This is an optimization exercise on Yosys and OpenROAD, whose aim is small area, a short achievable clock period and few clock cycles per item, not a production implementation.
Only simulation tests tie the RTL to the original design; equivalence was not proved.
Power is estimated from default activity; no workload was simulated.

== run A ==
==> flow/design.v (excerpt) <==
module blob_detector (
  input  logic               clk,
  input  logic               rst,
  input  logic               in_valid,
  input  logic [TOKEN_W-1:0] in_token,
  output logic               in_credit,
  output logic               out_valid,
  output logic [WORD_W-1:0]  out_data,
  output logic               out_last,
  input  logic               out_credit
);
  logic                tok_valid;
  logic [TOKEN_W-1:0]  tok_data;
  logic                tok_pop;
  logic                tok_done;
  logic                a_valid;
  logic                a_new;
  logic [LABEL_W-1:0]  a_slot;
  logic [COL_W-1:0]    a_start;
  logic [COL_W-1:0]    a_end;
  logic                a_row_end;
  logic                a_frame_end;
  logic                fe_take;
  logic [LABEL_W-1:0]  fe_base;
  logic [LABEL_W:0]    fe_count;
  logic                rep_busy;
  logic                rep_slot_busy;
  logic [LABEL_W-1:0]  next_slot;
  logic                wr_ready;
  logic                wr_valid;
  logic [26:0]         wr_data;
  logic                wr_last;
  run_intake u_intake (
    .clk(clk), .rst(rst), .in_valid(in_valid), .in_token(in_token),
    .in_credit(in_credit), .tok_valid(tok_valid), .tok_data(tok_data), .tok_pop(tok_pop),
    .tok_done(tok_done)
  );
  run_labeler u_labeler (
    .clk(clk), .rst(rst), .tok_valid(tok_valid), .tok_data(tok_data), .tok_pop(tok_pop),
  ...
Size in the first run: roughly 5100 cells after synthesis, ~0.084 mm² of cells after synthesis.
export LEC_CHECK = 0
export CAP_MARGIN = 10
export CORE_MARGIN = 2
export CORE_UTILIZATION = 40
export CTS_CLUSTER_DIAMETER = 120
export CTS_CLUSTER_SIZE = 25
export SETUP_SLACK_MARGIN = 5
export SLEW_MARGIN = 10
create_clock -name core_clock -period 10.0 [get_ports {clk}]
standard.sh (not shown) runs the stock make flow with config.mk's settings and CLKGATE_MAP_FILE= SYNTH_SCRIPT=/design/flow/synth_recipe.tcl, a recipe that flattens the netlist after the stock synthesis.
==> flow/flow/run.sh <==
#!/bin/bash
# Standard layout; repair_timing aims for 6.8 ns of setup slack (a period of 3.2 ns).
bash standard.sh SETUP_SLACK_MARGIN=6.8 finish > standard.log 2>&1
Run A completed; timing, DRC and antenna clean
Testbench counts of run A, summed over its fixed seeds: cycles 12,168, tokens 11,777.
Modified inputs, run B compared to run A
==> flow/run.sh (new file) <==
#!/bin/bash
# synth_recipe.tcl (not shown) runs the flow's synth.tcl, then flattens the netlist and writes it again
# the make line also repeats each setting of config.mk as NAME=value (left out here)
make -C /OpenROAD-flow-scripts/flow DESIGN_CONFIG=/design/flow/config.mk WORK_HOME=/design/flow/orfs CLKGATE_MAP_FILE= SYNTH_SCRIPT=/design/flow/synth_recipe.tcl finish
-- flow/config.mk --
<<< run A, line 7
export LEC_CHECK = 0
export CAP_MARGIN = 10
export CORE_MARGIN = 2
>>> run B, line 7
export LEC_CHECK = 0
export CAP_MARGIN = 20
export CORE_MARGIN = 2
<<< run A, line 13
export SETUP_SLACK_MARGIN = 5
export SLEW_MARGIN = 10
>>> run B, line 13
export SETUP_SLACK_MARGIN = 5
export SLEW_MARGIN = 20
removed: flow/flow/run.sh
removed: flow/standard.sh
Findings:
Between run B and run A, it is run B whose routed wire length is lower, by about 7%. In the reports for run B and run A, the smaller global-route wire length before repair belongs to run B. | overall power consumption | run B vs run A | about 1.6% lower |. Diff run A -> run B: total area of sequential cells comparable; layout clock buffer count now smaller; count of max-cap constraint violations comparable; proportion of power drawn by combinational gates now smaller. Run B: share of cell area taken by multi-input logic gates lower than run A. Against run A, run B comes in 3.2 mm lower on sum of met3 wire segment lengths after detailed routing.
What run C does differently from run B at the input level:
==> flow/flow/run.sh (new file) <==
#!/bin/bash
# Standard layout; repair_timing aims for 7 ns of setup slack (a period of 3 ns).
bash standard.sh SETUP_SLACK_MARGIN=7 finish > standard.log 2>&1
==> flow/standard.sh (new file) <==
#!/bin/bash
# synth_recipe.tcl (not shown) runs the flow's synth.tcl, then flattens the netlist and writes it again
# the make line also repeats each setting of config.mk as NAME=value (left out here)
make -C /OpenROAD-flow-scripts/flow DESIGN_CONFIG=/design/flow/config.mk WORK_HOME=/design/flow/orfs CLKGATE_MAP_FILE= SYNTH_SCRIPT=/design/flow/synth_recipe.tcl "${@:-finish}"
removed: flow/run.sh
### Flow results
On utilization, the lower figure sits with run B, not run C. Compared to run B, run C has total wire length 7.5% higher. In the tables for run C and run B, layout overhead on the synthesized area reads higher with run C. Run C vs. run B: detailed-routed wire length on met2 has increased, sum of met3 wire segment lengths after detailed routing has increased.
Edits applied to the flow inputs when going from run C to run D:
-- flow/config.mk --
<<< run C, line 10
export CORE_UTILIZATION = 40
export CTS_CLUSTER_DIAMETER = 120
export CTS_CLUSTER_SIZE = 25
export SETUP_SLACK_MARGIN = 5
>>> run D, line 10
export CORE_UTILIZATION = 40
export CTS_CLUSTER_DIAMETER = 100
export CTS_CLUSTER_SIZE = 30
export SETUP_SLACK_MARGIN = 5
The final wirelength in run D was lower than what run C gave. [compare] base=run C new=run D: sequential power share increased by 0.4 points relative to the old numbers; area overhead of the layout relative to synthesis decreased by 0.34 points relative to the old numbers; global-route usage closely matched the old numbers.
Relative to run D, the following input files were edited for run E:
==> flow/flow/run.sh <==
#!/bin/bash
# Standard layout; repair_timing aims for 6.8 ns of setup slack (a period of 3.2 ns).
bash standard.sh SETUP_SLACK_MARGIN=6.8 finish > standard.log 2>&1
-- flow/config.mk --
<<< run D, line 10
export CORE_UTILIZATION = 40
export CTS_CLUSTER_DIAMETER = 100
export CTS_CLUSTER_SIZE = 30
export SETUP_SLACK_MARGIN = 5
export SLEW_MARGIN = 20
>>> run E, line 10
export CORE_UTILIZATION = 40
export CTS_CLUSTER_DIAMETER = 120
export CTS_CLUSTER_SIZE = 25
export SETUP_SLACK_MARGIN = 5
export SLEW_MARGIN = 20
export TNS_END_PERCENT = 10
Findings:
Run E and run D ended up with nearly the same total power after layout. Diff run D -> run E: length of routed met2 wiring dropped about 2.3%, number of non-clock inverters roughly the same. Compared with run D, run E shows non-clock buffer count that has gone down by more than 10%. Of run E and run D, the lower global-route met2 utilization belongs to run E. Run E ends up with a slew at the pin closest to its max-slew limit that is 0.068 ns lower than in run D. Run E: number of buffer and inverter stages on the critical path is 4 lower than what run D reported. Looking at maximum cell stage delay along the critical path, run E sits 0.18 ns above run D. Relative to run D, the fraction of power consumed by combinational cells of run E is lower by 0.6 points.
### run E -> run F
-- flow/config.mk --
<<< run E, line 14
export SLEW_MARGIN = 20
export TNS_END_PERCENT = 10
>>> run F, line 14
export SLEW_MARGIN = 20
Findings:
- Signed area change from the synthesized netlist to the final layout in run F vs run E: up 1.9 points
- Run E has a higher worst clock skew on the final layout than run F.
- Placed wire-length estimate in run F is about 2.4% above run E.
- Run F ends up with lower largest net degree at the start of global routing than run E does.
- In run F, the power share of the combinational group came out 0.2 points above the value in run E.
- Run E and run F ended up with nearly the same routed length on met2.
- Delta (run F minus run E): overall power consumption about even, sequential share of layout area fell 1.0 points.
- Number of fill cells: higher on run E

==> afterwards: timing with drivers on the ports <==
No port has a modelled driver above. Below, the same layouts with a new extraction and two added sets of constraints.
Step 1 (the two cells are an assumption about what drives the block):
set clk [get_ports {clk}]
set_driving_cell -lib_cell sky130_fd_sc_hd__clkbuf_16 $clk
set_driving_cell -lib_cell sky130_fd_sc_hd__buf_2 [delete_from_list [all_inputs] $clk]
Step 2 also shifts input and output timing later by t, the mid clock arrival at the registers, as if the neighbouring blocks saw the same clock.
Slacks: ideal ports / drivers / drivers and shift; pairs: ideal ports / drivers.
| run | t (ns) | setup slack, ns | worst slew at a driven data input, ns |
|---|---|---|---|
| run A | 0.867 | 6.580 / 6.529 / 5.920 | 0.19 |
| run B | 0.861 | 5.352 / 5.352 / 5.352 | 0.16 |
| run C | 0.875 | 6.480 / 6.480 / 6.143 | 0.17 |
| run D | 0.853 | 6.382 / 6.382 / 6.181 | 0.17 |
| run E | 0.873 | 6.345 / 6.177 / 5.304 | 0.26 |
| run F | 0.849 | 6.569 / 6.561 / 5.915 | 0.19 |
After both steps setup and hold are still met in every run listed. For run E, which loses most, drivers alone change the setup slack by -0.168 ns; drivers and shift together by -1.041 ns.
